Source: an optimization exercise on an open RTL-to-GDS flow (aim: small area). Production flows keep margins and buffers that such runs may drop.
Where RTL was checked, it was by simulation tests only, not by an equivalence proof against the original.
No activity file was given, so power comes from the tool's default toggle rates. The flow treats the clock pin as an ideal source, which a real chip does not have.

==> run R <==
==> flow/design.v <==
package branch_train_queue_pkg;
  localparam int DEF_DEPTH = 16;
  localparam int DEF_AW    = 32;
  function automatic int rec_w(input int aw);
    rec_w = 2 + 2 * aw;
  endfunction
  function automatic int off_target(input int aw);
    off_target = 0 * aw;
  endfunction
  function automatic int off_pc(input int aw);
    off_pc = aw;
  endfunction
  function automatic int off_taken(input int aw);
    off_taken = 2 * aw;
  endfunction
  function automatic int off_isbranch(input int aw);
    off_isbranch = 2 * aw + 1;
  endfunction
endpackage
module btq_bank #(
  parameter int DEPTH = 8,
  parameter int W     = 66
) (
  input  logic                     clk,
  input  logic                     we,
  input  logic [$clog2(DEPTH)-1:0] waddr,
  input  logic [W-1:0]             wdata,
  input  logic [DEPTH-1:0]         rsel,
  output logic [W-1:0]             rdata
);
  logic [W-1:0] mem [DEPTH];
  logic [DEPTH-1:0] col [W];
  always_ff @(posedge clk) begin
    if (we) mem[waddr] <= wdata;
  end
  for (genvar b = 0; b < W; b++) begin : g_rd
    for (genvar i = 0; i < DEPTH; i++) begin : g_e
      assign col[b][i] = mem[i][b];
    end
    btq_sel #(.N(DEPTH)) u_sel (.d(col[b]), .sel(rsel), .q(rdata[b]));
  end
endmodule
module btq_sel #(
  parameter int N = 8
) (
  input  logic [N-1:0] d,
  input  logic [N-1:0] sel,
  output logic         q
);
  logic [1:0] g_n;
  btq_aoi #(.N(3)) u_g0 (.d(d[2:0]), .sel(sel[2:0]), .y_n(g_n[0]));
  btq_aoi #(.N(3)) u_g1 (.d(d[5:3]), .sel(sel[5:3]), .y_n(g_n[1]));
  assign q = ~&g_n | |(d[7:6] & sel[7:6]);
endmodule
module btq_aoi #(
  parameter int N = 3
) (
  input  logic [N-1:0] d,
  input  logic [N-1:0] sel,
  output logic         y_n
);
  assign y_n = ~|(d & sel);
endmodule
module btq_swap (
  input  logic s,
  input  logic s_n,
  input  logic a,
  input  logic b,
  output logic y0,
  output logic y1
);
  assign y0 = ~((s & b) | (s_n & a));
  assign y1 = ~((s & a) | (s_n & b));
endmodule
module btq_wsel (
  input  logic sa0,
  input  logic sa1,
  input  logic sb0,
  input  logic sb1,
  input  logic d0,
  input  logic d1,
  output logic qa_n,
  output logic qb_n
);
  assign qa_n = ~((sa0 & d0) | (sa1 & d1));
  assign qb_n = ~((sb0 & d0) | (sb1 & d1));
endmodule
module branch_train_queue #(
  parameter int DEPTH = branch_train_queue_pkg::DEF_DEPTH,
  parameter int AW    = branch_train_queue_pkg::DEF_AW
) (
  input  logic                       clk,
  input  logic                       rst,
  input  logic                       in_valid0,
  input  logic                       in_valid1,
  input  logic                       in_isbranch0,
  input  logic                       in_isbranch1,
  input  logic                       in_taken0,
  input  logic                       in_taken1,
  input  logic [AW-1:0]              in_pc0,
  input  logic [AW-1:0]              in_pc1,
  input  logic [AW-1:0]              in_target0,
  input  logic [AW-1:0]              in_target1,
  output logic                       in_ready,
  input  logic                       drain_en,
  output logic                       train_valid0,
  output logic                       train_valid1,
  output logic                       isbranch0,
  output logic                       isbranch1,
  output logic                       taken0,
  output logic                       taken1,
  output logic [AW-1:0]              address_branch0,
  output logic [AW-1:0]              address_branch1,
  output logic [AW-1:0]              address_result0,
  output logic [AW-1:0]              address_result1,
  output logic [$clog2(DEPTH):0]     count,
  output logic                       err_overflow
);
  localparam int PW  = $clog2(DEPTH);
  localparam int BW  = PW - 1;
  localparam int CW  = PW + 1;
  localparam int RW  = branch_train_queue_pkg::rec_w(AW);
  localparam int OTG = branch_train_queue_pkg::off_target(AW);
  localparam int OPC = branch_train_queue_pkg::off_pc(AW);
  localparam int OTK = branch_train_queue_pkg::off_taken(AW);
  localparam int OIB = branch_train_queue_pkg::off_isbranch(AW);
  logic [PW-1:0] wr_ptr, rd_ptr, out_ptr, out_ptr1;
  logic [CW-1:0] count_q;
  logic [1:0]    n_in, n_out;
  logic [RW-1:0] rec0, rec1, wdata_a, wdata_b, rdata_a, rdata_b, slot0, slot1;
  logic [PW-1:0] wr_ptr1;
  logic          we_a, we_b, sel0_a, sel0_b;
  logic [DEPTH/2-1:0] rsel_a, rsel_b;
  assign count    = count_q;
  assign wr_ptr   = rd_ptr + count_q[PW-1:0];
  assign in_ready = count_q <= CW'(DEPTH - 2);
  assign n_in     = in_ready ? ({1'b0, in_valid0} + {1'b0, in_valid1}) : 2'd0;
  always_comb begin
    n_out = 2'd0;
    if (drain_en) n_out = (count_q >= CW'(2)) ? 2'd2 : count_q[1:0];
  end
  assign rec0 = {in_isbranch0, in_taken0, in_pc0, in_target0};
  assign rec1 = {in_isbranch1, in_taken1, in_pc1, in_target1};
  assign wr_ptr1 = wr_ptr + PW'(1);
  assign sel0_a  = in_valid0 & ~wr_ptr[0];
  assign sel0_b  = in_valid0 &  wr_ptr[0];
  for (genvar b = 0; b < RW; b++) begin : g_wsel
    btq_wsel u_wsel (
      .sa0  (sel0_a),
      .sa1  (~sel0_a),
      .sb0  (sel0_b),
      .sb1  (~sel0_b),
      .d0   (rec0[b]),
      .d1   (rec1[b]),
      .qa_n (wdata_a[b]),
      .qb_n (wdata_b[b])
    );
  end
  assign we_a    = (n_in == 2'd2) | ((n_in == 2'd1) & ~wr_ptr[0]);
  assign we_b    = (n_in == 2'd2) | ((n_in == 2'd1) &  wr_ptr[0]);
  btq_bank #(.DEPTH(DEPTH / 2), .W(RW)) u_bank_a (
    .clk   (clk),
    .we    (we_a),
    .waddr (wr_ptr1[PW-1:1]),
    .wdata (wdata_a),
    .rsel  (rsel_a),
    .rdata (rdata_a)
  );
  btq_bank #(.DEPTH(DEPTH / 2), .W(RW)) u_bank_b (
    .clk   (clk),
    .we    (we_b),
    .waddr (wr_ptr[PW-1:1]),
    .wdata (wdata_b),
    .rsel  (rsel_b),
    .rdata (rdata_b)
  );
  assign out_ptr1 = rd_ptr - PW'(train_valid1);
  assign out_ptr  = out_ptr1 - PW'(1);
  always_comb begin
    for (int i = 0; i < DEPTH / 2; i++) begin
      rsel_a[i] = out_ptr1[PW-1:1] == BW'(i);
      rsel_b[i] = out_ptr[PW-1:1] == BW'(i);
    end
  end
  for (genvar b = 0; b < RW; b++) begin : g_swap
    btq_swap u_swap (
      .s  (out_ptr[0]),
      .s_n(~out_ptr[0]),
      .a  (rdata_a[b]),
      .b  (rdata_b[b]),
      .y0 (slot0[b]),
      .y1 (slot1[b])
    );
  end
  assign isbranch0       = slot0[OIB];
  assign taken0          = slot0[OTK];
  assign address_branch0 = slot0[OPC +: AW];
  assign address_result0 = slot0[OTG +: AW];
  assign isbranch1       = slot1[OIB];
  assign taken1          = slot1[OTK];
  assign address_branch1 = slot1[OPC +: AW];
  assign address_result1 = slot1[OTG +: AW];
  always_ff @(posedge clk) begin
    if (rst) begin
      rd_ptr       <= '0;
      count_q      <= '0;
      err_overflow <= 1'b0;
      train_valid0 <= 1'b0;
      train_valid1 <= 1'b0;
    end else begin
      rd_ptr       <= rd_ptr + PW'(n_out);
      count_q      <= count_q + CW'(n_in) - CW'(n_out);
      train_valid0 <= n_out != 2'd0;
      train_valid1 <= n_out == 2'd2;
      if (!in_ready && (in_valid0 || in_valid1)) err_overflow <= 1'b1;
    end
  end
endmodule
==> flow/flow/run.sh <==
#!/bin/bash
# The standard ORFS layout (standard.sh), with three changes to how it is built:
#  - ports are buffered with the smallest buffer (buf_1) instead of a delay buffer,
#  - the clock tree uses clkbuf_16 with larger sink clusters and no dummy loads,
#  - everything else (synthesis, floorplan, placement, routing) is unchanged.
# Each tool's output goes to the ORFS logs under orfs/logs; make's own output to
# standard.log in this folder.
set -e
cat >> config.mk <<'EOF'
export BUFFER_PORTS_ARGS = -buffer_cell sky130_fd_sc_hd__buf_1
export CTS_ARGS = -sink_clustering_enable -repair_clock_nets -dont_use_dummy_load -buf_list {sky130_fd_sc_hd__clkbuf_16} -sink_clustering_size 30 -sink_clustering_max_diameter 100
EOF
bash standard.sh > standard.log 2>&1
==> flow/standard.sh <==
#!/bin/bash
# synth_recipe.tcl (not shown) runs the flow's synth.tcl, then flattens the netlist and writes it again
# the make line also repeats each setting of config.mk as NAME=value (left out here)
make -C /OpenROAD-flow-scripts/flow DESIGN_CONFIG=/design/flow/config.mk WORK_HOME=/design/flow/orfs CLKGATE_MAP_FILE= SYNTH_SCRIPT=/design/flow/synth_recipe.tcl "${@:-finish}"
==> flow/config.mk <==
export PLATFORM = sky130hd
export DESIGN_NAME = branch_train_queue
export DESIGN_NICKNAME = branch_train_queue
export VERILOG_FILES = /design/flow/design.v
export SDC_FILE = /design/flow/constraint.sdc
export NUM_CORES = 4
export LEC_CHECK = 0
export CAP_MARGIN = 20
export CORE_MARGIN = 2
export CORE_UTILIZATION = 60
export GPL_TIMING_DRIVEN = 0
export SLEW_MARGIN = 20
export SYNTH_HIERARCHICAL = 1
export SYNTH_MINIMUM_KEEP_SIZE = 0
export BUFFER_PORTS_ARGS = -buffer_cell sky130_fd_sc_hd__buf_1
export CTS_ARGS = -sink_clustering_enable -repair_clock_nets -dont_use_dummy_load -buf_list {sky130_fd_sc_hd__clkbuf_16} -sink_clustering_size 30 -sink_clustering_max_diameter 100
==> flow/constraint.sdc <==
create_clock -name core_clock -period 5.0 [get_ports {clk}]
set_input_delay 1.0000 -clock core_clock [delete_from_list [all_inputs] [get_ports {clk}]]
set_output_delay 1.0000 -clock core_clock [all_outputs]
set_load 0.01 [all_outputs]
==> run M (differences from run R) <==
==> flow/design.v, changed modules only <==
module branch_train_queue #(
  parameter int DEPTH = branch_train_queue_pkg::DEF_DEPTH,
  parameter int AW    = branch_train_queue_pkg::DEF_AW
) (
  input  logic                       clk,
  input  logic                       rst,
  input  logic                       in_valid0,
  input  logic                       in_valid1,
  input  logic                       in_isbranch0,
  input  logic                       in_isbranch1,
  input  logic                       in_taken0,
  input  logic                       in_taken1,
  input  logic [AW-1:0]              in_pc0,
  input  logic [AW-1:0]              in_pc1,
  input  logic [AW-1:0]              in_target0,
  input  logic [AW-1:0]              in_target1,
  output logic                       in_ready,
  input  logic                       drain_en,
  output logic                       train_valid0,
  output logic                       train_valid1,
  output logic                       isbranch0,
  output logic                       isbranch1,
  output logic                       taken0,
  output logic                       taken1,
  output logic [AW-1:0]              address_branch0,
  output logic [AW-1:0]              address_branch1,
  output logic [AW-1:0]              address_result0,
  output logic [AW-1:0]              address_result1,
  output logic [$clog2(DEPTH):0]     count,
  output logic                       err_overflow
);
  localparam int PW  = $clog2(DEPTH);
  localparam int BW  = PW - 1;
  localparam int CW  = PW + 1;
  localparam int RW  = branch_train_queue_pkg::rec_w(AW);
  localparam int OTG = branch_train_queue_pkg::off_target(AW);
  localparam int OPC = branch_train_queue_pkg::off_pc(AW);
  localparam int OTK = branch_train_queue_pkg::off_taken(AW);
  localparam int OIB = branch_train_queue_pkg::off_isbranch(AW);
  logic [PW-1:0] wr_ptr, rd_ptr, out_ptr, out_ptr1;
  logic [CW-1:0] count_q;
  logic [1:0]    n_in, n_out;
  logic [RW-1:0] rec0, rec1, wdata_a, wdata_b, rdata_a, rdata_b, slot0, slot1;
  logic [PW-1:0] wr_ptr1;
  logic          we_a, we_b, sel0_a, sel0_b;
  logic [DEPTH/2-1:0] rsel_a, rsel_b;
  assign count    = count_q;
  assign in_ready = count_q <= CW'(DEPTH - 2);
  assign n_in     = in_ready ? ({1'b0, in_valid0} + {1'b0, in_valid1}) : 2'd0;
  always_comb begin
    n_out = 2'd0;
    if (drain_en) n_out = (count_q >= CW'(2)) ? 2'd2 : count_q[1:0];
  end
  assign rec0 = {in_isbranch0, in_taken0, in_pc0, in_target0};
  assign rec1 = {in_isbranch1, in_taken1, in_pc1, in_target1};
  assign wr_ptr1 = wr_ptr + PW'(1);
  assign sel0_a  = in_valid0 & ~wr_ptr[0];
  assign sel0_b  = in_valid0 &  wr_ptr[0];
  assign wdata_a = sel0_a ? rec0 : rec1;
  assign wdata_b = sel0_b ? rec0 : rec1;
  assign we_a    = (n_in == 2'd2) | ((n_in == 2'd1) & ~wr_ptr[0]);
  assign we_b    = (n_in == 2'd2) | ((n_in == 2'd1) &  wr_ptr[0]);
  btq_bank #(.DEPTH(DEPTH / 2), .W(RW)) u_bank_a (
    .clk   (clk),
    .we    (we_a),
    .waddr (wr_ptr1[PW-1:1]),
    .wdata (wdata_a),
    .rsel  (rsel_a),
    .rdata (rdata_a)
  );
  btq_bank #(.DEPTH(DEPTH / 2), .W(RW)) u_bank_b (
    .clk   (clk),
    .we    (we_b),
    .waddr (wr_ptr[PW-1:1]),
    .wdata (wdata_b),
    .rsel  (rsel_b),
    .rdata (rdata_b)
  );
  assign out_ptr1 = out_ptr + PW'(1);
  always_comb begin
    for (int i = 0; i < DEPTH / 2; i++) begin
      rsel_a[i] = out_ptr1[PW-1:1] == BW'(i);
      rsel_b[i] = out_ptr[PW-1:1] == BW'(i);
    end
  end
  assign slot0    = out_ptr[0] ? rdata_b : rdata_a;
  assign slot1    = out_ptr[0] ? rdata_a : rdata_b;
  assign isbranch0       = slot0[OIB];
  assign taken0          = slot0[OTK];
  assign address_branch0 = slot0[OPC +: AW];
  assign address_result0 = slot0[OTG +: AW];
  assign isbranch1       = slot1[OIB];
  assign taken1          = slot1[OTK];
  assign address_branch1 = slot1[OPC +: AW];
  assign address_result1 = slot1[OTG +: AW];
  always_ff @(posedge clk) begin
    if (rst) begin
      wr_ptr       <= '0;
      rd_ptr       <= '0;
      count_q      <= '0;
      err_overflow <= 1'b0;
      train_valid0 <= 1'b0;
      train_valid1 <= 1'b0;
    end else begin
      wr_ptr       <= wr_ptr + PW'(n_in);
      rd_ptr       <= rd_ptr + PW'(n_out);
      count_q      <= count_q + CW'(n_in) - CW'(n_out);
      train_valid0 <= n_out != 2'd0;
      train_valid1 <= n_out == 2'd2;
      if (!in_ready && (in_valid0 || in_valid1)) err_overflow <= 1'b1;
    end
  end
  always_ff @(posedge clk) begin
    if (n_out != 2'd0) out_ptr <= rd_ptr;
  end
endmodule
// module btq_swap removed
// module btq_wsel removed
==> flow/run.sh (new file) <==
#!/bin/bash
# synth_recipe.tcl (not shown) runs the flow's synth.tcl, then flattens the netlist and writes it again
# the make line also repeats each setting of config.mk as NAME=value (left out here)
make -C /OpenROAD-flow-scripts/flow DESIGN_CONFIG=/design/flow/config.mk WORK_HOME=/design/flow/orfs CLKGATE_MAP_FILE= SYNTH_SCRIPT=/design/flow/synth_recipe.tcl finish
==> flow/config.mk (replaced) <==
export PLATFORM = sky130hd
export DESIGN_NAME = branch_train_queue
export DESIGN_NICKNAME = branch_train_queue
export VERILOG_FILES = /design/flow/design.v
export SDC_FILE = /design/flow/constraint.sdc
export NUM_CORES = 4
export LEC_CHECK = 0
export CAP_MARGIN = 20
export CORE_MARGIN = 2
export CORE_UTILIZATION = 40
export CTS_BUF_LIST = sky130_fd_sc_hd__clkbuf_4
export SLEW_MARGIN = 20
export SYNTH_HIERARCHICAL = 1
export SYNTH_MINIMUM_KEEP_SIZE = 0
removed: flow/flow/run.sh
removed: flow/standard.sh
==> run notes <==
status=timing/DRC/antenna clean; clock network area share=2.28%; comb_multi_in=917; post-cts gate resize count=21; clock latency at the later pin of the worst-skew pair=0.61 ns; placed cell count=3235; hold endpoint=err_overflow; post-synthesis xor/xnor area fraction=0.267%; seq pwr=0.0123 W; Logic power comb=0.0161 W; Pleak=13.9 nW; Hold Path Stages=2; Util after Layout=69.6%; Worst path slowest cell=dfxtp_2
(the above is from run R)
==> run notes <==
hold endpoint=out_ptr[0]; comb_multi_in=916; clock latency at the later pin of the worst-skew pair=1.17 ns; Util after Layout=49.5%; Hold Path Stages=0; Worst path slowest cell=edfxtp_1; post-route minimum period=4.89 ns; status=timing/DRC/antenna clean; Logic power comb=0.0101 W; post-route ant nets=0; seq pwr=0.0110 W; pre-CTS WS=0.521 ns; critical path depth=10; placed cell count=3727; post-cts gate resize count=105; Max Fclk=205 MHz; clock network area share=6.69%
(the above is from run M)
For run M, only the layout was checked, not whether the RTL still works.

## port drivers added, routing unchanged
How much do the figures lean on ideal ports? The routed layouts below were timed once more, with nothing changed but the port constraints.
Step 1 (the two cells are an assumption about what drives the block):
set clk [get_ports {clk}]
set_driving_cell -lib_cell sky130_fd_sc_hd__clkbuf_16 $clk
set_driving_cell -lib_cell sky130_fd_sc_hd__buf_2 [delete_from_list [all_inputs] $clk]
Step 2 also shifts input and output timing later by t, the mid clock arrival at the registers, as if the neighbouring blocks saw the same clock.
Three values: ideal, step 1, step 2; two values: the first two.
run | t (ns) | setup WS [ns] | hold slack, ns | worst setup path at the end | worst data-port slew with drivers (ns)
run R | 0.671 | 0.082 / 0.015 / 0.386 | 0.478 / 0.478 / 0.478 | input to register | 0.12
run M | 1.171 | 0.110 / 0.045 / 0.527 | 0.463 / 0.463 / 0.463 | input to register | 0.17
After both steps setup and hold are still met in every run listed.
